What follows belongs to an exercise in optimizing a design on an open flow for small area, a short achievable clock period and few clock cycles per item; a production flow would make more cautious choices.
Where RTL was checked, it was by simulation tests only, not by an equivalence proof against the original.
No activity file was given, so power comes from the tool's default toggle rates.

==> module color_grid_ram, before the edit <==
module color_grid_ram (
    input  logic                clk,
    input  grid_pkg::row_mask_t shift_1,
    input  grid_pkg::row_mask_t shift_2,
    input  logic                init,
    input  logic [grid_pkg::GRID_CELLS-1:0] hit,
    input  piece_pkg::color_t   wr_data,
    input  grid_pkg::cell_idx_t read_addr,
    output piece_pkg::color_t   read_data
);
    localparam int N = grid_pkg::GRID_CELLS;
    localparam int C = grid_pkg::GRID_COLS;
    piece_pkg::color_t mem [N];
    always_ff @(posedge clk) begin
        for (int i = 0; i < N; i++) begin
            if (shift_1[i / C] | shift_2[i / C] | init | hit[i]) begin
                mem[i] <= ({3{shift_1[i / C]}} & ((i + C < N) ? mem[(i + C) % N] : 3'd0))
                        | ({3{shift_2[i / C]}} & ((i + 2 * C < N) ? mem[(i + 2 * C) % N] : 3'd0))
                        | wr_data;
            end
        end
    end
    localparam int NB = (N + 15) / 16;
    piece_pkg::color_t blk [NB];
    always_comb begin
        for (int b = 0; b < NB; b++) begin
            blk[b] = '0;
            for (int j = 0; j < 16; j++) begin
                if (b * 16 + j < N && read_addr[3:0] == j) blk[b] = mem[(b * 16 + j) % N];
            end
        end
        read_data = '0;
        for (int b = 0; b < NB; b++) begin
            if (read_addr[7:4] == b) read_data = blk[b];
        end
    end
endmodule
clock: 7.0 ns
lec_check: 0
cap_margin: 20
core_margin: 2
core_utilization: 40
setup_slack_margin: 2.5
slew_margin: 20
synth_hierarchical: 1
run.sh (not shown) runs the stock make flow with config.mk's settings and CLKGATE_MAP_FILE= SYNTH_SCRIPT=/design/flow/synth_recipe.tcl, a recipe that flattens the netlist after the stock synthesis.
Edit:
--- a/flow/design.v
+++ b/flow/design.v
@@ -258,24 +258,44 @@
                 mem[i] <= ({3{shift_1[i / C]}} & ((i + C < N) ? mem[(i + C) % N] : 3'd0))
                         | ({3{shift_2[i / C]}} & ((i + 2 * C < N) ? mem[(i + 2 * C) % N] : 3'd0))
                         | wr_data;
             end
         end
     end
+    logic [N-1:0] plane [3];
+    always_comb begin
+        for (int i = 0; i < N; i++) begin
+            for (int k = 0; k < 3; k++) plane[k][i] = mem[i][k];
+        end
+    end
+    for (genvar k = 0; k < 3; k++) begin : g_rd
+        grid_read_bit read_i (
+            .cells     (plane[k]),
+            .read_addr (read_addr),
+            .read_bit  (read_data[k])
+        );
+    end
+endmodule
+module grid_read_bit (
+    input  logic [grid_pkg::GRID_CELLS-1:0] cells,
+    input  grid_pkg::cell_idx_t             read_addr,
+    output logic                            read_bit
+);
+    localparam int N  = grid_pkg::GRID_CELLS;
     localparam int NB = (N + 15) / 16;
-    piece_pkg::color_t blk [NB];
+    logic [NB-1:0] blk;
     always_comb begin
         for (int b = 0; b < NB; b++) begin
-            blk[b] = '0;
+            blk[b] = 1'b0;
             for (int j = 0; j < 16; j++) begin
-                if (b * 16 + j < N && read_addr[3:0] == j) blk[b] = mem[(b * 16 + j) % N];
+                if (b * 16 + j < N && read_addr[3:0] == j) blk[b] = cells[(b * 16 + j) % N];
             end
         end
-        read_data = '0;
+        read_bit = 1'b0;
         for (int b = 0; b < NB; b++) begin
-            if (read_addr[7:4] == b) read_data = blk[b];
+            if (read_addr[7:4] == b) read_bit = blk[b];
         end
     end
 endmodule
 module tetris_color_grid (
     input  logic                   clk,
     input  logic                   rst_n,
The changed run produced a clean layout.
Flip-flop and latch count does not change.
Count of clock-buffer cells in the layout goes up by 7.
Utilization is higher by 0.75 points.
Total power climbs by about 13%.
Via count is higher by about 14%.
Critical path depth is unchanged.
Setup slack improves by 250 ps.
Cell area goes up by about 6%.
Cell count went up by about 7%.
Global-route usage rose by 6.7 points.
No functional check of the RTL was part of any run of this note.

--- another note on this design; it stands on its own ---

## tetris_color_grid
module tetris_color_grid (
    input  logic                   clk,
    input  logic                   rst_n,
    input  logic                   place,
    input  piece_pkg::piece_type_t piece_type,
    input  piece_pkg::rotation_t   rotation,
    input  grid_pkg::cell_idx_t    location,
    input  logic                   clear,
    input  grid_pkg::row_mask_t    full_rows,
    output logic                   busy,
    input  grid_pkg::cell_idx_t    read_addr,
    output piece_pkg::color_t      read_data
);
export LEC_CHECK = 0
export CAP_MARGIN = 20
export CELL_PAD_IN_SITES_DETAIL_PLACEMENT = 1
export CORE_MARGIN = 2
export CORE_UTILIZATION = 40
export CTS_CLUSTER_DIAMETER = 80
export CTS_CLUSTER_SIZE = 24
export PLACE_DENSITY = 0.5
export SETUP_SLACK_MARGIN = 1.8
export SLEW_MARGIN = 20
export SYNTH_HIERARCHICAL = 0
create_clock -name core_clock -period 7.0 [get_ports {clk}]
standard.sh (not shown) runs the stock make flow with config.mk's settings and CLKGATE_MAP_FILE= SYNTH_SCRIPT=/design/flow/synth_recipe.tcl, a recipe that flattens the netlist after the stock synthesis.
==> flow/flow/run.sh <==
#!/bin/bash
set -euo pipefail
export BUFFER_PORTS_ARGS="-buffer_cell sky130_fd_sc_hd__buf_4"
echo 'export DONT_USE_CELLS += sky130_fd_sc_hd__a222oi_1' >> config.mk
bash standard.sh > standard.log 2>&1
The starting point passed the timing, design-rule and antenna checks.
Testbench counts at the start, summed over its fixed seeds: cycles 1,039, commands 960.
==> next run, changes <==
==> flow/config.mk (replaced) <==
export PLATFORM = sky130hd
export DESIGN_NAME = tetris_color_grid
export DESIGN_NICKNAME = tetris_color_grid
export VERILOG_FILES = /design/flow/design.v
export SDC_FILE = /design/flow/constraint.sdc
export NUM_CORES = 4
export LEC_CHECK = 0
export CAP_MARGIN = 20
export CORE_MARGIN = 2
export CORE_UTILIZATION = 65
export CTS_CLUSTER_DIAMETER = 80
export CTS_CLUSTER_SIZE = 24
export PLACE_DENSITY = 0.75
export SETUP_SLACK_MARGIN = 2.2
export SLEW_MARGIN = 20
export SYNTH_HIERARCHICAL = 1
export DONT_USE_CELLS += sky130_fd_sc_hd__a222oi_1
=> Hold slack barely changes. Worst setup slack improved by 0.15 ns. Core utilization rises by 28 points.
==> next run, changes <==
--- a/flow/config.mk
+++ b/flow/config.mk
@@ -7,10 +7,11 @@
 export LEC_CHECK = 0
 export CAP_MARGIN = 20
+export CELL_PAD_IN_SITES_DETAIL_PLACEMENT = 1
 export CORE_MARGIN = 2
-export CORE_UTILIZATION = 65
+export CORE_UTILIZATION = 40
 export CTS_CLUSTER_DIAMETER = 80
 export CTS_CLUSTER_SIZE = 24
-export PLACE_DENSITY = 0.75
-export SETUP_SLACK_MARGIN = 2.2
+export PLACE_DENSITY = 0.5
+export SETUP_SLACK_MARGIN = 1.8
 export SLEW_MARGIN = 20
 export SYNTH_HIERARCHICAL = 1
After rerunning: The new run produced a clean layout; routed wire length is higher by 7.3%; global-route usage is lower by 18 points; area after synthesis is unchanged; flip-flop and latch count is unchanged; total power is lower by about 1.7%; design area is lower by about 1.3%.

separate check: timing with driven ports:
The results above use ideal ports. As a check the final layouts listed here were re-extracted and re-timed, cells and wires unchanged.
Step 1 (the two cells are an assumption about what drives the block):
set clk [get_ports {clk}]
set_driving_cell -lib_cell sky130_fd_sc_hd__clkbuf_16 $clk
set_driving_cell -lib_cell sky130_fd_sc_hd__buf_2 [delete_from_list [all_inputs] $clk]
Step 2 moves the port delays by t, midway between the first and last clock arrival at a register: inputs arrive t later, outputs are due t later. That takes back most of the time a late clock gives input paths.
Slacks: ideal ports / drivers / drivers and shift; pairs: ideal ports / drivers.
| run | shift t [ns] | setup WS [ns] | worst register clock-pin slew, ns | worst data-port slew with drivers (ns) |
|---|---|---|---|---|
| the first run of note 1 | 0.678 | 1.416 / 1.068 / 1.068 | 0.07 / 0.07 | 0.41 |
| the second run of note 1 | 0.734 | 1.663 / 1.333 / 1.333 | 0.07 / 0.07 | 0.47 |
| the first run of note 2 | 0.698 | 1.714 / 1.307 / 1.150 | 0.10 / 0.10 | 0.47 |
| the second run of note 2 | 0.663 | 1.864 / 1.335 / 1.238 | 0.10 / 0.10 | 0.67 |
| the third run of note 2 | 0.702 | 1.700 / 1.357 / 1.252 | 0.10 / 0.10 | 0.38 |
After both steps every run listed still meets setup and hold. The setup slack of the second run of note 2, which loses most, moves by -0.529 ns with the drivers and by -0.626 ns with both steps.
